Source: an optimization exercise on an open RTL-to-GDS flow (aim: small area and a short achievable clock period). Production flows keep margins and buffers that such runs may drop. Where RTL was checked, it was by simulation tests only, not by an equivalence proof against the original. Power and IR drop assume default switching activity.

==> module ram_pipe, before the edit <==
module ram_pipe (
    input  logic        clk,
    input  logic        rst,
    input  logic        req_valid,
    output logic        req_ready,
    input  logic        req_we,
    input  logic [7:0]  req_addr,
    input  logic [15:0] req_wdata,
    output logic        rsp_valid,
    output logic [15:0] rsp_rdata,
    input  logic        clr_start,
    output logic        busy
);
    logic       busy_q, ready_q;
    logic [7:0] clr_q;
    logic       busy_d;
    logic       accept;
    assign accept = req_valid & ready_q;
    always_comb begin
        if (busy_q) busy_d = (clr_q != 8'hff);
        else        busy_d = clr_start;
    end
    always_ff @(posedge clk) begin
        if (!rst) begin
            busy_q  <= 1'b1;
            ready_q <= 1'b0;
            clr_q   <= '0;
        end else begin
            busy_q  <= busy_d;
            ready_q <= ~busy_d;
            clr_q   <= clr_q + {7'd0, busy_q};
        end
    end
    assign req_ready = ready_q;
    assign busy      = busy_q;
    logic ph_q;
    always_ff @(posedge clk) begin
        if (!rst) ph_q <= 1'b0;
        else      ph_q <= ~ph_q;
    end
    logic [7:0]  wa;
    logic        w_en;
    logic [15:0] wlo_q, whi_q;      
    logic [15:0] wlo_n_q, whi_n_q;  
    logic [15:0] wdx_q;             
    assign wa   = busy_q ? clr_q : req_addr;
    assign w_en = rst & (busy_q | (accept & req_we));
    always_ff @(posedge clk) begin
        for (int i = 0; i < 16; i++) begin
            wlo_q[i]   <= w_en & (wa[3:0] == i[3:0]);
            whi_q[i]   <= (wa[7:4] == i[3:0]);
            wlo_n_q[i] <= ~(w_en & (wa[3:0] == i[3:0]));
            whi_n_q[i] <= ~(wa[7:4] == i[3:0]);
        end
        if (w_en) wdx_q <= (busy_q ? 16'h0000 : req_wdata) ^ {16{~ph_q}};
    end
    logic [15:0]  mem [256];
    logic [255:0] wsel, whold;
    always_comb begin
        for (int w = 0; w < 256; w++) begin
            wsel[w]  = ~(wlo_n_q[w % 16] | whi_n_q[w / 16]);
            whold[w] = ~(wlo_q[w % 16] & whi_q[w / 16]);
        end
    end
    always_ff @(posedge clk) begin
        for (int w = 0; w < 256; w++) begin
            mem[w] <= ~((mem[w] | {16{wsel[w]}}) & (wdx_q | {16{whold[w]}}));
        end
    end
    logic [15:0]   dlo;     
    logic [1:0]    dmid;    
    logic [15:0]   dhi;     
    logic [4095:0] mem_flat;
    logic [127:0]  cand_flat;
    logic [15:0]   cand [8];
    logic          hit;
    always_comb begin
        for (int i = 0; i < 16; i++) begin
            dlo[i] = (req_addr[3:0] == i[3:0]);
            dhi[i] = (req_addr[7:4] == i[3:0]);
        end
        dmid[0] = ~req_addr[4];
        dmid[1] = req_addr[4];
        for (int w = 0; w < 256; w++) mem_flat[w * 16 +: 16] = mem[w];
        for (int j = 0; j < 8; j++) cand[j] = cand_flat[j * 16 +: 16];
        hit = (|(wlo_q & dlo)) & (|(whi_q & dhi));
    end
    ram_pipe_rdsel u_rdsel (
        .mem  (mem_flat),
        .slo  (dlo),
        .smid (dmid),
        .cand (cand_flat)
    );
    logic [15:0] cand_q [8];
    logic [7:0]  csel_q;
    logic        hit_q;
    logic        v1_q, v2_q;
    logic [15:0] dat_q;
    logic [15:0] rd;
    always_ff @(posedge clk) begin
        for (int j = 0; j < 8; j++) begin
            cand_q[j] <= cand[j];
            csel_q[j] <= (req_addr[7:5] == j[2:0]);
        end
        hit_q <= hit;
    end
    always_comb begin
        rd = '0;
        for (int j = 0; j < 8; j++) rd = rd | (cand_q[j] & {16{csel_q[j]}});
        if (hit_q) rd = wdx_q;
        rd = rd ^ {16{~ph_q}};
    end
    always_ff @(posedge clk) begin
        if (!rst) begin
            v1_q  <= 1'b0;
            v2_q  <= 1'b0;
            dat_q <= '0;
        end else begin
            v1_q <= accept & ~req_we;
            v2_q <= v1_q;
            if (v1_q) dat_q <= rd;
        end
    end
    assign rsp_valid = v2_q;
    assign rsp_rdata = dat_q;
endmodule
==> module ram_pipe_rdsel, before the edit <==
module ram_pipe_rdsel (
    input  logic [4095:0] mem,
    input  logic [15:0]   slo,
    input  logic [1:0]    smid,
    output logic [127:0]  cand
);
    logic [15:0] grp;
    always_comb begin
        cand = '0;
        for (int j = 0; j < 8; j++) begin
            for (int m = 0; m < 2; m++) begin
                grp = '0;
                for (int l = 0; l < 16; l++) begin
                    grp = grp | (mem[(j * 32 + m * 16 + l) * 16 +: 16] & {16{slo[l]}});
                end
                cand[j * 16 +: 16] = cand[j * 16 +: 16] | (grp & {16{smid[m]}});
            end
        end
    end
endmodule
Settings: LEC_CHECK=0, ABC_CLOCK_PERIOD_IN_PS=2000, CAP_MARGIN=20, CORE_MARGIN=2, CORE_UTILIZATION=70, CTS_CLUSTER_DIAMETER=60, CTS_CLUSTER_SIZE=30, PLACE_DENSITY=0.75, SETUP_SLACK_MARGIN=1.9, SLEW_MARGIN=30, SYNTH_HIERARCHICAL=1, SYNTH_MINIMUM_KEEP_SIZE=0; clock period 4.0 ns.
run.sh (not shown) runs the stock make flow with config.mk's settings and CLKGATE_MAP_FILE= SYNTH_SCRIPT=/design/flow/synth_recipe.tcl, a recipe that flattens the netlist after the stock synthesis.
Change:
--- a/flow/design.v
+++ b/flow/design.v
@@ -67,9 +67,8 @@
             mem[w] <= ~((mem[w] | {16{wsel[w]}}) & (wdx_q | {16{whold[w]}}));
         end
     end
     logic [15:0]   dlo;     
-    logic [1:0]    dmid;    
     logic [15:0]   dhi;     
     logic [4095:0] mem_flat;
     logic [127:0]  cand_flat;
     logic [15:0]   cand [8];
@@ -78,20 +77,24 @@
         for (int i = 0; i < 16; i++) begin
             dlo[i] = (req_addr[3:0] == i[3:0]);
             dhi[i] = (req_addr[7:4] == i[3:0]);
         end
-        dmid[0] = ~req_addr[4];
-        dmid[1] = req_addr[4];
         for (int w = 0; w < 256; w++) mem_flat[w * 16 +: 16] = mem[w];
         for (int j = 0; j < 8; j++) cand[j] = cand_flat[j * 16 +: 16];
         hit = (|(wlo_q & dlo)) & (|(whi_q & dhi));
     end
-    ram_pipe_rdsel u_rdsel (
-        .mem  (mem_flat),
-        .slo  (dlo),
-        .smid (dmid),
-        .cand (cand_flat)
-    );
+    for (genvar j = 0; j < 8; j++) begin : g_rdsel
+        logic [31:0] sel;
+        ram_pipe_rddec u_rddec (
+            .addr (req_addr[4:0]),
+            .sel  (sel)
+        );
+        ram_pipe_rdsel u_rdsel (
+            .mem  (mem_flat[j * 512 +: 512]),
+            .sel  (sel),
+            .cand (cand_flat[j * 16 +: 16])
+        );
+    end
     logic [15:0] cand_q [8];
     logic [7:0]  csel_q;
     logic        hit_q;
     logic        v1_q, v2_q;
@@ -123,24 +126,24 @@
     end
     assign rsp_valid = v2_q;
     assign rsp_rdata = dat_q;
 endmodule
+module ram_pipe_rddec (
+    input  logic [4:0]  addr,
+    output logic [31:0] sel
+);
+    always_comb begin
+        for (int i = 0; i < 32; i++) sel[i] = (addr == i[4:0]);
+    end
+endmodule
 module ram_pipe_rdsel (
-    input  logic [4095:0] mem,
-    input  logic [15:0]   slo,
-    input  logic [1:0]    smid,
-    output logic [127:0]  cand
+    input  logic [511:0] mem,
+    input  logic [31:0]  sel,
+    output logic [15:0]  cand
 );
-    logic [15:0] grp;
     always_comb begin
         cand = '0;
-        for (int j = 0; j < 8; j++) begin
-            for (int m = 0; m < 2; m++) begin
-                grp = '0;
-                for (int l = 0; l < 16; l++) begin
-                    grp = grp | (mem[(j * 32 + m * 16 + l) * 16 +: 16] & {16{slo[l]}});
-                end
-                cand[j * 16 +: 16] = cand[j * 16 +: 16] | (grp & {16{smid[m]}});
-            end
+        for (int i = 0; i < 32; i++) begin
+            cand = cand | (mem[i * 16 +: 16] & {16{sel[i]}});
         end
     end
 endmodule
- The changed run produced a clean layout
- sequential cell count is unchanged
- wire length barely changes
- combinational power decreases by 23%
- global-route usage increases by 0.13 points
- via count increases by about 2%
- cell area decreases by 2.0%
- fmax increases by 3.2%
The RTL of the first run of this note was laid out without a check of its function.

[what the ideal ports hide]
No port has a modelled driver above. Below, the same layouts with a new extraction and two added sets of constraints. Step 1, drivers: a clkbuf_16 drives clk and a buf_2 each remaining input, both assumed. Step 2 also shifts input and output timing later by t, the mid clock arrival at the registers, as if the neighbouring blocks saw the same clock. Slacks: ideal ports / drivers / drivers and shift; pairs: ideal ports / drivers.
run | shift t [ns] | slack for setup (ns) | clock arrival spread, ns | worst data-port slew with drivers (ns) | pins driven straight from the clock port
the first run | 1.017 | 1.502 / 1.520 / 0.503 | 0.048 / 0.048 | 0.18 | 1
the second run | 1.017 | 1.579 / 1.354 / 0.337 | 0.050 / 0.050 | 0.50 | 1
After both steps setup and hold are still met in every run listed. For the second run, which loses most, drivers alone change the setup slack by -0.225 ns; drivers and shift together by -1.242 ns.
